Background: an optimization exercise with open tools, aiming at small area, a short achievable clock period and few clock cycles. Do not read the settings as production practice.
Only simulation tests tie the RTL to the original design; equivalence was not proved.
Power is estimated from default activity; no workload was simulated.

== build 83 ==
## md_unit
module md_unit (
    input  logic        CLK,
    input  logic        RST_X,
    input  logic        start,
    input  md_pkg::md_op_t op,
    input  logic [31:0] a,
    input  logic [31:0] b,
    output logic        busy,
    output logic        done,
    output logic [31:0] hi,
    output logic [31:0] lo
);
    localparam logic [3:0] S_IDLE  = 4'd0;
    localparam logic [3:0] S_MUL   = 4'd1;    
    localparam logic [3:0] S_MFIX  = 4'd2;    
    localparam logic [3:0] S_DNEG  = 4'd3;    
    localparam logic [3:0] S_DPRE  = 4'd4;    
    localparam logic [3:0] S_DIV   = 4'd5;    
    localparam logic [3:0] S_RCOR  = 4'd6;    
    localparam logic [3:0] S_RPREP = 4'd7;    
    localparam logic [3:0] S_RNEG  = 4'd8;    
    localparam logic [3:0] S_DSEL  = 4'd9;    
    logic [3:0]  state, state_n;
    logic [31:0] hi_n, lo_n;
    logic        hx, hx_n;           
    logic        hs, hs_n;           
    logic [31:0] m;                  
    logic        ms;                 
    logic        p, p_n;             
    logic [5:0]  cnt, cnt_n;         
    logic        sgn, na, qn, zb;    
    logic        sp, sp_n;           
    logic        done_n;
    logic [34:0] breg, breg_n, s;
    logic        bcin, bcin_n;
    logic [35:0] sum_c;
    assign sum_c = {hs, hs, hx, hi, 1'b1} + {breg, bcin};
    assign s     = sum_c[35:1];
    logic mk16, mk4;
    logic c16, c4;                   
    assign c16  = cnt[5] | cnt[4];
    assign c4   = |cnt[5:2];
    assign mk16 = (lo[15:0] == {16{p}}) && c16;
    assign mk4  = (lo[3:0]  == {4{p}})  && c4;
    logic [4:0]  dmsb;               
    logic [4:0]  dmsb_n;
    logic [31:0] dv_in;
    logic [31:0] gmask;              
    logic        dk16, dk4, dlast, rneg;
    always_comb begin
        for (int j = 0; j < 32; j++) gmask[j] = (5'(j) >= dmsb);
    end
    assign dk16 = ({hs, hx, hi[31:17]} == '0) && (({hi[16:0], lo[31:17]} & gmask) == '0)
                  && c16;
    assign dk4  = ({hs, hx, hi[31:29]} == '0) && (({hi[28:0], lo[31:29]} & gmask) == '0)
                  && c4;
    assign dlast = (cnt == '0);      
  ...
For scale: about 1800 cells after synthesis, ~160 flip-flops, roughly 140 I/O pins, ~14000 um2 of cells after synthesis.
clock: 5.5 ns
lec_check: 0
cap_margin: 20
cell_pad_in_sites_detail_placement: 1
cell_pad_in_sites_global_placement: 1
core_margin: 2
core_utilization: 30
place_density: 0.45
setup_slack_margin: 2.0
slew_margin: 20
tns_end_percent: 5
run.sh (not shown) runs the stock make flow with config.mk's settings and CLKGATE_MAP_FILE= SYNTH_SCRIPT=/design/flow/synth_recipe.tcl, a recipe that flattens the netlist after the stock synthesis.
Testbench counts of build 83, summed over its fixed seeds: cycles 13,480.
Relative to build 83, the following input files were edited for build 45:
- SETUP_SLACK_MARGIN now 1.3, was 2.0
- CTS_BUF_LIST now sky130_fd_sc_hd__clkbuf_4 sky130_fd_sc_hd__clkbuf_8, previously not set
==> comparison <==
Build 45: flow complete, layout not clean; failing: max-capacitance violations, max-slew violations. Against build 83, number of vias after detailed routing in build 45 fell by a few percent. Post-cts gate resize count, build 45 and build 83, higher one = build 83. Build 45 vs. build 83: post-detailed-routing wire length now sits lower; worst setup margin went down.
Edits applied to the flow inputs when going from build 45 to build 15:
- changing SETUP_SLACK_MARGIN from 1.3 to 1.6
### Flow results
Build 15 ended with every stage complete and zero timing, DRC or antenna violations. Overall routing resource usage (lower): build 45. Build 15 vs. build 45: highest clock frequency the design can meet now larger; post-synthesis async set-or-reset flop share comparable; post-synth net total comparable. On build 15: maximum fanout encountered on the critical timing path is 24 higher than what build 45 gave. Cmp build 15 vs build 45: maximum VDD drop lower in build 15. Compared with build 45, build 15 shows wire length of the first global-routing pass higher by 2.5%. Compared with build 45, build 15 shows worst hold slack higher by 0.023 ns.
## Diff of input files: build 78 against build 15
- SETUP_SLACK_MARGIN changed from 1.6 to 2.0
==> flow/flow/run.sh (new file) <==
#!/bin/bash
# Standard layout, with a lighter ABC mapping script for synthesis (one &nf
# round instead of five delay-driven restructuring rounds). Everything else,
# including the synthesis steps around ABC, is ORFS's and the standard flow's own.
set -euo pipefail
here=$(pwd)
rm -rf "$here/scripts_mod"
cp -r "$FLOW_HOME/scripts" "$here/scripts_mod"
cp "$here/flow/abc_speed.script" "$here/scripts_mod/abc_speed.script"
bash "$here/standard.sh" SCRIPTS_DIR="$here/scripts_mod" finish > "$here/standard_flow.log" 2>&1
==> flow/flow/abc_speed.script (new file) <==
&get -n
&st
&dch
&nf
&put
topo
stime -c
==> flow/standard.sh (new file) <==
#!/bin/bash
# synth_recipe.tcl (not shown) runs the flow's synth.tcl, then flattens the netlist and writes it again
# the make line also repeats each setting of config.mk as NAME=value (left out here)
make -C /OpenROAD-flow-scripts/flow DESIGN_CONFIG=/design/flow/config.mk WORK_HOME=/design/flow/orfs CLKGATE_MAP_FILE= SYNTH_SCRIPT=/design/flow/synth_recipe.tcl "${@:-finish}"
removed: flow/run.sh
Results
- Build 78 against build 15: sum of routed wire segments on met1 lost 3.6 mm; area of all placed cells without fillers picked up an extra 3.6%.
- Number of core rows: build 78 < build 15
- Compared build 78 vs build 15, and number of tap instances is down in build 78.
- | total of max-cap violations | build 15 vs build 78 | ≈ equal |
- Build 78 vs build 15: data-path buffer share of cell area in the final layout up in build 78
- Build 78 vs build 15, worst setup path endpoint: lo[31] vs lo[24]
- Re delay of the slowest critical-path stage: build 78 is 0.43 ns down on build 15.
Edits applied to the flow inputs when going from build 78 to build 25:
- CTS_BUF_LIST removed (was sky130_fd_sc_hd__clkbuf_4 sky130_fd_sc_hd__clkbuf_8)
- CORE_UTILIZATION changed from 30 to 35
- PLACE_DENSITY changed from 0.45 to 0.6
==> flow/run.sh (new file) <==
#!/bin/bash
# synth_recipe.tcl (not shown) runs the flow's synth.tcl, then flattens the netlist and writes it again
# the make line also repeats each setting of config.mk as NAME=value (left out here)
make -C /OpenROAD-flow-scripts/flow DESIGN_CONFIG=/design/flow/config.mk WORK_HOME=/design/flow/orfs CLKGATE_MAP_FILE= SYNTH_SCRIPT=/design/flow/synth_recipe.tcl finish
removed: flow/flow/run.sh
removed: flow/flow/abc_speed.script
removed: flow/standard.sh
Notes after the runs:
The final layout from build 25, which completed every stage, passed the timing, DRC and antenna checks at the end of the flow.
Taking build 78 as the reference, in build 25 clock edge transition at the registers on the reported setup and hold paths went down; met3 wire length went up.
Total of cells resized after clock tree synthesis in build 25 is about 60% lower than in build 78
Number of diodes added for antenna fixing (higher): build 78
Build 25 vs build 78 on post-route worst setup slack: build 25 is the higher one.
Build 25 against build 78: clock tree buffer depth ~0 delta, utilization of the core after routing grew by 3.5 points, hold buffer count at cts has remained practically unchanged.
DRC marker count from the first detailed-route iteration (build 25 vs. build 78) increases by more than a quarter
From build 78 to build 25 the numbers moved as follows: overall power consumption rose by about 9%, clock-buffer cell count rose by 5.
Changes in build 81 relative to build 25:
- CORE_UTILIZATION changed from 35 to 30
- PLACE_DENSITY changed from 0.6 to 0.45
==> flow/flow/run.sh (new file) <==
#!/bin/bash
# Standard layout, with a lighter ABC mapping script for synthesis (one &nf
# round instead of five delay-driven restructuring rounds). Everything else,
# including the synthesis steps around ABC, is ORFS's and the standard flow's own.
set -euo pipefail
here=$(pwd)
rm -rf "$here/scripts_mod"
cp -r "$FLOW_HOME/scripts" "$here/scripts_mod"
cp "$here/flow/abc_speed.script" "$here/scripts_mod/abc_speed.script"
bash "$here/standard.sh" SCRIPTS_DIR="$here/scripts_mod" finish > "$here/standard_flow.log" 2>&1
==> flow/flow/abc_speed.script (new file) <==
&get -n
&st
&dch
&nf
&put
buffer -c
topo
stime -c
upsize -c
dnsize -c
==> flow/standard.sh (new file) <==
#!/bin/bash
# synth_recipe.tcl (not shown) runs the flow's synth.tcl, then flattens the netlist and writes it again
# the make line also repeats each setting of config.mk as NAME=value (left out here)
make -C /OpenROAD-flow-scripts/flow DESIGN_CONFIG=/design/flow/config.mk WORK_HOME=/design/flow/orfs CLKGATE_MAP_FILE= SYNTH_SCRIPT=/design/flow/synth_recipe.tcl "${@:-finish}"
removed: flow/run.sh
Notes after the runs:
The initial antenna violation count of build 81 exceeds that of build 25 by 1.
In the metrics for build 25 and build 81, the one carrying the lower non-clock buffer count is build 81.
Total power density per cell area went down by a few percent going from build 25 to build 81.
Taking build 25 as the reference, in build 81 power -about 12%; post-synthesis cell area -about 6%.

==> what the ideal ports hide <==
The flow's constraints put no driver on any port. The routed layouts listed below were extracted and timed again, unchanged, in two steps. Step 1: set_driving_cell puts a clkbuf_16 on CLK and a buf_2 on each other input, an assumption about the parent block. Step 2 adds t to the input delays and takes it off the output delays; t is the mean of the earliest and latest rising clock arrival at the registers after step 1. Input paths then give back, and output paths get back, about the clock's delay inside the block. a / b / c = no drivers / after step 1 / after step 2; a / b = the first two.
| run | shift t [ns] | setup WS [ns] | worst setup path after step 2 |
|---|---|---|---|
| build 83 | 0.572 | 1.727 / 1.727 / 1.196 | input to register |
| build 45 | 0.643 | 1.291 / 1.292 / 0.676 | input to register |
| build 15 | 0.629 | 1.391 / 1.417 / 0.787 | input to register |
| build 78 | 0.583 | 1.621 / 1.621 / 1.118 | input to register |
| build 25 | 0.526 | 1.791 / 1.811 / 1.285 | input to register |
| build 81 | 0.560 | 1.639 / 1.674 / 1.114 | input to register |
The setup slack of build 45, which loses most, moves by +0.001 ns with the drivers and by -0.615 ns with both steps.
